From an optimization exercise on the open Yosys and OpenROAD flow, aimed at small area, a short achievable clock period and few clock cycles per item; shortcuts taken in it are not production practice. Function was checked by simulation only, so behaviour that the tests miss may differ from the original.

Design hilo_muldiv_unit, start of the top module:
module hilo_muldiv_unit #(
  parameter int WIDTH      = 32,
  parameter int MUL_STAGES = 2
) (
  input  logic               clk,
  input  logic               rst,
  input  logic               start,
  input  logic [2:0]         op,
  input  logic [WIDTH-1:0]   a,
  input  logic [WIDTH-1:0]   b,
  input  logic               flush,
  output logic               busy,
  output logic               done,
  output logic               div_by_zero,
  output logic [WIDTH-1:0]   hi,
  output logic [WIDTH-1:0]   lo
);
Size: ~190 flip-flops, roughly 21000 µm² of cells after synthesis.
export LEC_CHECK = 0
export CAP_MARGIN = 20
export CORE_MARGIN = 2
export CORE_UTILIZATION = 65
export SLEW_MARGIN = 20
export TNS_END_PERCENT = 0
create_clock -name core_clock -period 12.5 [get_ports {clk}]
standard.sh (not shown) runs the stock make flow with config.mk's settings and CLKGATE_MAP_FILE= SYNTH_SCRIPT=/design/flow/synth_recipe.tcl, a recipe that flattens the netlist after the stock synthesis.
==> flow/flow/run.sh <==
#!/bin/bash
# Standard ORFS layout, asking repair_timing for extra setup slack so that
# the achieved period is optimised rather than just the 12.5 ns target.
set -euo pipefail
bash standard.sh SETUP_SLACK_MARGIN=8.0 finish > standard_flow.log 2>&1
Testbench counts at the start, summed over its fixed seeds: cycles 22,445, items 4,800.
Rerun with:
--- a/flow/config.mk
+++ b/flow/config.mk
@@ -9,3 +9,3 @@
 export CORE_MARGIN = 2
-export CORE_UTILIZATION = 65
+export CORE_UTILIZATION = 55
 export SLEW_MARGIN = 20
Routed wire length goes down by 1.9%.
Setup slack improves by 0.17 ns.
Final area stays flat.
Sequential cell count is unchanged.
Critical path depth goes down by 2.
Die area goes up by 18%.
Synthesized cell count does not change.
Non-clock buffer count goes down by 11.
Count of clock-buffer cells in the layout goes down by 2.
Rerun with:
==> flow/run.sh (new file) <==
#!/bin/bash
# synth_recipe.tcl (not shown) runs the flow's synth.tcl, then flattens the netlist and writes it again
# the make line also repeats each setting of config.mk as NAME=value (left out here)
make -C /OpenROAD-flow-scripts/flow DESIGN_CONFIG=/design/flow/config.mk WORK_HOME=/design/flow/orfs CLKGATE_MAP_FILE= SYNTH_SCRIPT=/design/flow/synth_recipe.tcl finish
--- a/flow/config.mk
+++ b/flow/config.mk
@@ -10,2 +10,3 @@
 export CORE_UTILIZATION = 55
+export SETUP_SLACK_MARGIN = 5
 export SLEW_MARGIN = 20
removed: flow/flow/run.sh
removed: flow/standard.sh
=> Worst setup slack degrades by 1.2 ns. Wire length goes down by 5.2%. Utilization goes down by 5.0 points. Final cell count goes down by 4.3%. Synthesized cell count stays the same.
Rerun with:
==> flow/flow/run.sh (new file) <==
#!/bin/bash
# Standard ORFS layout, asking repair_timing for extra setup slack so that
# the achieved period is optimised rather than just the 12.5 ns target.
set -euo pipefail
bash standard.sh SETUP_SLACK_MARGIN=7.0 finish > standard_flow.log 2>&1
==> flow/standard.sh (new file) <==
#!/bin/bash
# synth_recipe.tcl (not shown) runs the flow's synth.tcl, then flattens the netlist and writes it again
# the make line also repeats each setting of config.mk as NAME=value (left out here)
make -C /OpenROAD-flow-scripts/flow DESIGN_CONFIG=/design/flow/config.mk WORK_HOME=/design/flow/orfs CLKGATE_MAP_FILE= SYNTH_SCRIPT=/design/flow/synth_recipe.tcl "${@:-finish}"
--- a/flow/config.mk
+++ b/flow/config.mk
@@ -10,3 +10,2 @@
 export CORE_UTILIZATION = 55
-export SETUP_SLACK_MARGIN = 5
 export SLEW_MARGIN = 20
removed: flow/run.sh
What happened: The new run passed the timing, design-rule and antenna checks. First-iteration DRC count rose by about 8%. Count of clock-buffer cells in the layout stays the same. Final area grows by about 5%.


hilo_muldiv_unit again, from the RTL that the note above started with.
export LEC_CHECK = 0
export CAP_MARGIN = 20
export CORE_MARGIN = 2
export CORE_UTILIZATION = 55
export SLEW_MARGIN = 20
export TNS_END_PERCENT = 0
create_clock -name core_clock -period 12.5 [get_ports {clk}]
==> flow/flow/run.sh <==
#!/bin/bash
# Standard ORFS layout, asking repair_timing for extra setup slack so that
# the achieved period is optimised rather than just the 12.5 ns target, and
# buffering the ports with the smallest plain buffer.
set -euo pipefail
bash standard.sh SETUP_SLACK_MARGIN=8.0 \
  "BUFFER_PORTS_ARGS=-buffer_cell sky130_fd_sc_hd__buf_1" \
  finish > standard_flow.log 2>&1
Testbench counts at the start, summed over its fixed seeds: cycles 22,445, items 4,800.
Rerun with:
==> flow/flow/run.sh (replaced) <==
#!/bin/bash
# Standard ORFS layout, asking repair_timing for extra setup slack so that
# the achieved period is optimised rather than just the 12.5 ns target.
set -euo pipefail
bash standard.sh SETUP_SLACK_MARGIN=9.5 finish > standard_flow.log 2>&1
Worst setup slack gains 0.025 ns.
Hold slack loses 0.0043 ns.
Routed wire length went up by about 1.1%.
Utilization went up by 0.45 points.
Die area does not change.
Count of clock-buffer cells in the layout decreases by 1.
Synthesized area stays the same.
Non-clock buffer count fell by 31.
Critical path depth goes down by 7.


Another version of the RTL of hilo_muldiv_unit (not shown whole).
Size: roughly 2300 cells after synthesis, ~190 flip-flops, ~20000 um2 of cells after synthesis.
Settings: LEC_CHECK=0, CAP_MARGIN=20, CORE_MARGIN=2, CORE_UTILIZATION=55, SLEW_MARGIN=20, TNS_END_PERCENT=0; clock period 12.5 ns.
==> flow/flow/run.sh <==
#!/bin/bash
# Standard ORFS layout, asking repair_timing for extra setup slack so that
# the achieved period is optimised rather than just the 12.5 ns target.
set -euo pipefail
bash standard.sh SETUP_SLACK_MARGIN=9.5 finish > standard_flow.log 2>&1
Testbench counts at the start, summed over its fixed seeds: cycles 23,721, items 4,800.
Next try:
--- a/flow/flow/run.sh
+++ b/flow/flow/run.sh
@@ -4,2 +4,2 @@
 set -euo pipefail
-bash standard.sh SETUP_SLACK_MARGIN=9.5 finish > standard_flow.log 2>&1
+bash standard.sh SETUP_SLACK_MARGIN=8.0 finish > standard_flow.log 2>&1
ABC_AREA = 1   (was unset)
CORE_UTILIZATION = 40   (was 55)
The changed run passed the timing, design-rule and antenna checks.
Via count came out higher by roughly a tenth.
Global-route usage goes down by 4.0 points.
Design area rises by a few percent.
Die area grows by well over a third.
Final cell count went up by a quarter to a third.
Wire length goes up by a quarter to a third.
Sequential cell count stays the same.
Worst setup slack got worse by 0.093 ns.
First-iteration DRC count is lower by a little under a tenth.

separate check: timing with driven ports:
Ports are ideal in the flow. The routed layouts listed here were re-timed in OpenROAD. Step 1 sets driving cells, clkbuf_16 on the clock port and buf_2 on the other inputs (assumed; they add their load-dependent delay and slew). Step 2 adds t to the input delays and takes it off the output delays; t is the mean of the earliest and latest rising clock arrival at the registers after step 1. Input paths then give back, and output paths get back, about the clock's delay inside the block. a / b / c = no drivers / after step 1 / after step 2; a / b = the first two.
run	t, ns	setup WS [ns]	worst setup path after step 2
the first run of note 1	0.511	6.737 / 6.737 / 6.737	register to register
the second run of note 1	0.518	6.903 / 6.903 / 6.903	register to register
the third run of note 1	0.513	5.720 / 5.720 / 5.720	register to register
the fourth run of note 1	0.526	6.599 / 6.599 / 6.599	register to register
the first run of note 2	0.530	6.878 / 6.878 / 6.878	register to register
the second run of note 2	0.518	6.903 / 6.903 / 6.903	register to register
the first run of note 3	0.514	6.992 / 6.992 / 6.855	input to register
the second run of note 3	0.544	6.899 / 6.899 / 6.899	register to register
After both steps every run listed still meets setup and hold. For the first run of note 3, which loses most, drivers alone change the setup slack by 0.000 ns; drivers and shift together by -0.137 ns.
